Background: an optimization exercise with open tools, aiming at a short achievable clock period. Do not read the settings as production practice. Only simulation tests tie the RTL to the original design; equivalence was not proved. No driver is modelled on the clock port, so clocking that relies on it looks cheaper here than on a real chip. Power and IR drop assume default switching activity.

== the reference run ==
==> module ssr_cfg_unit, before the edit <==
module ssr_cfg_unit
(
  input  logic     clk_i,
  input  logic     rst_ni,
  input  offload_pkg::acc_req_t req_i,
  input  logic     valid_i,
  output logic     ready_o,
  input  logic     we_i,
  input  logic [offload_pkg::NSC:0][offload_pkg::NUM_SSRS*offload_pkg::NUM_SSR_REGS-1:0] sel_i,
  input  offload_pkg::acc_id_t  rid_i,
  input  logic [offload_pkg::NUM_SSRS*offload_pkg::NUM_SSR_REGS-1:0] sel_next_i,
  output offload_pkg::acc_rsp_t rsp_o,
  output logic     rsp_valid_o,
  output logic     rsp_valid_d_o,
  input  logic     rsp_ready_i
);
  localparam int unsigned NW = offload_pkg::NUM_SSRS*offload_pkg::NUM_SSR_REGS;
  logic [NW-1:0][31:0]    cfg_q;
  logic                   pend_we_q;
  logic [NW-1:0]          pend_sel_q;
  offload_pkg::data_t     pend_data_q;
  offload_pkg::acc_rsp_t  rsp_q;
  logic                   rsp_valid_q;
  offload_pkg::data_t     rdata, fdata;
  logic                   fwd;
  logic                   req_hs;
  always_comb begin
    fdata = '0;
    for (int unsigned b = 0; b < 32; b++) begin
      for (int unsigned w = 0; w < NW; w++) begin
        fdata[b] = fdata[b] | (cfg_q[w][b] & sel_i[b / 8][w]);
      end
    end
  end
  logic fwd_q;
  always_ff @(posedge clk_i) begin
    fwd_q <= ~rst_ni & req_hs & we_i & |(sel_i[offload_pkg::NSC] & sel_next_i);
  end
  assign fwd   = fwd_q;
  assign rdata = fwd ? pend_data_q : fdata;
  assign ready_o = ~rsp_valid_q | rsp_ready_i;
  assign req_hs  = valid_i & ready_o;
  always_ff @(posedge clk_i) begin
    if (rst_ni) begin
      pend_we_q <= 1'b0;
    end else begin
      pend_we_q <= req_hs & we_i;
    end
  end
  always_ff @(posedge clk_i) begin
    pend_sel_q  <= sel_i[offload_pkg::NSC];
    pend_data_q <= req_i.data_arga;
  end
  always_ff @(posedge clk_i) begin
    if (rst_ni) begin
      cfg_q <= '0;
    end else begin
      for (int unsigned w = 0; w < NW; w++) begin
        if (pend_we_q && pend_sel_q[w]) begin
          cfg_q[w] <= pend_data_q;
        end
      end
    end
  end
  always_comb begin
    if (rst_ni) begin
      rsp_valid_d_o = 1'b0;
    end else if (req_hs) begin
      rsp_valid_d_o = 1'b1;
    end else if (rsp_ready_i) begin
      rsp_valid_d_o = 1'b0;
    end else begin
      rsp_valid_d_o = rsp_valid_q;
    end
  end
  always_ff @(posedge clk_i) begin
    rsp_valid_q <= rsp_valid_d_o;
  end
  always_ff @(posedge clk_i) begin
    if (req_hs) begin
      rsp_q.id    <= rid_i;
      rsp_q.data  <= rdata;
      rsp_q.error <= 1'b0;
    end
  end
  assign rsp_o       = rsp_q;
  assign rsp_valid_o = rsp_valid_q;
endmodule
export LEC_CHECK = 0
export ABC_CLOCK_PERIOD_IN_PS = 2500
export CAP_MARGIN = 20
export CORE_MARGIN = 2
export CORE_UTILIZATION = 40
export SETUP_SLACK_MARGIN = 2.2
export SLEW_MARGIN = 20
export SYNTH_HIERARCHICAL = 1
export TNS_END_PERCENT = 100
create_clock -name core_clock -period 5.0 [get_ports {clk_i}]
standard.sh (not shown) runs the stock make flow with config.mk's settings and CLKGATE_MAP_FILE= SYNTH_SCRIPT=/design/flow/synth_recipe.tcl, a recipe that flattens the netlist after the stock synthesis.
==> flow/flow/run.sh <==
#!/bin/bash
# Own layout flow: the standard synthesis unchanged, then the
# standard ORFS layout with
#  - sizing not tied to cell footprints (MATCH_CELL_FOOTPRINT=0),
#  - delay cells kept out of the layout (added to DONT_USE_CELLS), and
#    the port buffers made of plain buffers (BUFFER_PORTS_ARGS),
#  - the ports of the memory window compare kept together (io.tcl),
#  - a greedy gate-sizing pass after CTS and after global routing
#    (post_cts.tcl, post_grt.tcl, sizer.tcl).
# Each step's full output goes to a log in this folder (and ORFS's own
# per-step logs under orfs/logs).
set -euo pipefail
cd "$(dirname "$0")/.."
W=$PWD

# 1. Standard synthesis, unchanged
bash standard.sh synth > "$W/log_synth.txt" 2>&1

# 2. Layout: the standard make command with extra settings
export DONT_USE_CELLS="sky130_fd_sc_hd__clkdlybuf4s15_1 sky130_fd_sc_hd__clkdlybuf4s15_2 sky130_fd_sc_hd__clkdlybuf4s18_1 sky130_fd_sc_hd__clkdlybuf4s18_2 sky130_fd_sc_hd__clkdlybuf4s25_1 sky130_fd_sc_hd__clkdlybuf4s25_2 sky130_fd_sc_hd__clkdlybuf4s50_1 sky130_fd_sc_hd__clkdlybuf4s50_2 sky130_fd_sc_hd__dlymetal6s2s_1 sky130_fd_sc_hd__dlymetal6s4s_1 sky130_fd_sc_hd__dlymetal6s6s_1 sky130_fd_sc_hd__dlygate4sd1_1 sky130_fd_sc_hd__dlygate4sd2_1 sky130_fd_sc_hd__dlygate4sd3_1"
export BUFFER_PORTS_ARGS="-buffer_cell sky130_fd_sc_hd__buf_4"
export PRE_IO_PLACEMENT_TCL="$W/flow/io.tcl"
export POST_CTS_TCL="$W/flow/post_cts.tcl"
export POST_GLOBAL_ROUTE_TCL="$W/flow/post_grt.tcl"
sed "s|\"\${@:-finish}\"|MATCH_CELL_FOOTPRINT=0 \"\${@:-finish}\"|" standard.sh > "$W/layout.sh"
bash "$W/layout.sh" finish > "$W/log_layout.txt" 2>&1
Other scripts of this flow, unchanged in this note and not shown: flow/flow/io.tcl, flow/flow/post_cts.tcl, flow/flow/post_grt.tcl, flow/flow/sizer.tcl
diff inputs: the reference run => the trial run
==> flow/design.v, changed modules only <==
module ssr_cfg_unit
(
  input  logic     clk_i,
  input  logic     rst_ni,
  input  offload_pkg::acc_req_t req_i,
  input  logic     valid_i,
  output logic     ready_o,
  input  logic     we_i,
  input  logic [offload_pkg::NSC:0][offload_pkg::NUM_SSRS*offload_pkg::NUM_SSR_REGS-1:0] sel_i,
  input  offload_pkg::acc_id_t  rid_i,
  input  logic [offload_pkg::NUM_SSRS*offload_pkg::NUM_SSR_REGS-1:0] sel_next_i,
  output offload_pkg::acc_rsp_t rsp_o,
  output logic     rsp_valid_o,
  output logic     rsp_valid_d_o,
  input  logic     rsp_ready_i
);
  localparam int unsigned NW = offload_pkg::NUM_SSRS*offload_pkg::NUM_SSR_REGS;
  logic [NW-1:0][31:0]    cfg_q;
  offload_pkg::data_t     pend_data_q;
  offload_pkg::acc_rsp_t  rsp_q;
  logic                   rsp_valid_q;
  offload_pkg::data_t     rdata, fdata;
  logic                   fwd;
  logic                   req_hs;
  always_comb begin
    fdata = '0;
    for (int unsigned b = 0; b < 32; b++) begin
      for (int unsigned w = 0; w < NW; w++) begin
        fdata[b] = fdata[b] | (cfg_q[w][b] & sel_i[b / 8][w]);
      end
    end
  end
  logic fwd_q;
  always_ff @(posedge clk_i) begin
    fwd_q <= ~rst_ni & req_hs & we_i & |(sel_i[offload_pkg::NSC] & sel_next_i);
  end
  assign fwd   = fwd_q;
  assign rdata = fwd ? pend_data_q : fdata;
  assign ready_o = ~rsp_valid_q | rsp_ready_i;
  assign req_hs  = valid_i & ready_o;
  always_ff @(posedge clk_i) begin
    pend_data_q <= req_i.data_arga;
  end
  logic [NW-1:0] pend_wen_q;
  always_ff @(posedge clk_i) begin
    pend_wen_q <= {NW{~rst_ni & req_hs & we_i}} & sel_i[offload_pkg::NSC];
  end
  always_ff @(posedge clk_i) begin
    if (rst_ni) begin
      cfg_q <= '0;
    end else begin
      for (int unsigned w = 0; w < NW; w++) begin
        if (pend_wen_q[w]) begin
          cfg_q[w] <= pend_data_q;
        end
      end
    end
  end
  always_comb begin
    if (rst_ni) begin
      rsp_valid_d_o = 1'b0;
    end else if (req_hs) begin
      rsp_valid_d_o = 1'b1;
    end else if (rsp_ready_i) begin
      rsp_valid_d_o = 1'b0;
    end else begin
      rsp_valid_d_o = rsp_valid_q;
    end
  end
  always_ff @(posedge clk_i) begin
    rsp_valid_q <= rsp_valid_d_o;
  end
  always_ff @(posedge clk_i) begin
    if (req_hs) begin
      rsp_q.id    <= rid_i;
      rsp_q.data  <= rdata;
      rsp_q.error <= 1'b0;
    end
  end
  assign rsp_o       = rsp_q;
  assign rsp_valid_o = rsp_valid_q;
endmodule
Results
Changes observed in the trial run relative to the reference run: initial DRC count decreased by 35% relative to the old numbers, area after synthesis climbed about 0.6%.
Setup WNS the reference run -> the trial run: worse
Total power draw (the trial run over the reference run): increase, 0.80%
Number of clock buffers in the layout came out lower on the trial run than on the reference run.
Against the reference run, the trial run reports a combinational share of power that is lower.

port drivers added, routing unchanged:
The results above use ideal ports. As a check the final layouts listed here were re-extracted and re-timed, cells and wires unchanged.
Step 1: set_driving_cell puts a clkbuf_16 on clk_i and a buf_2 on each other input, an assumption about the parent block.
Step 2 times the ports against the registers' clock, not the clock port: input delays grow and output delays shrink by t, the midpoint of the rising clock arrivals with the driver on.
Slacks: no drivers / after step 1 / after step 2; pairs: no drivers / after step 1.
run | shift t [ns] | slack for setup (ns) | hold slack, ns | slew at the worst register clock pin (ns) | worst data-port slew with drivers (ns)
the reference run | 0.849 | 2.079 / 2.016 / 1.488 | 0.370 / 0.370 / 0.370 | 0.06 / 0.06 | 0.20
the trial run | 0.837 | 2.076 / 2.031 / 1.612 | 0.406 / 0.406 / 0.406 | 0.06 / 0.06 | 0.18
After both steps setup and hold are still met in every run listed. For the reference run, which loses most, drivers alone change the setup slack by -0.063 ns; drivers and shift together by -0.591 ns.
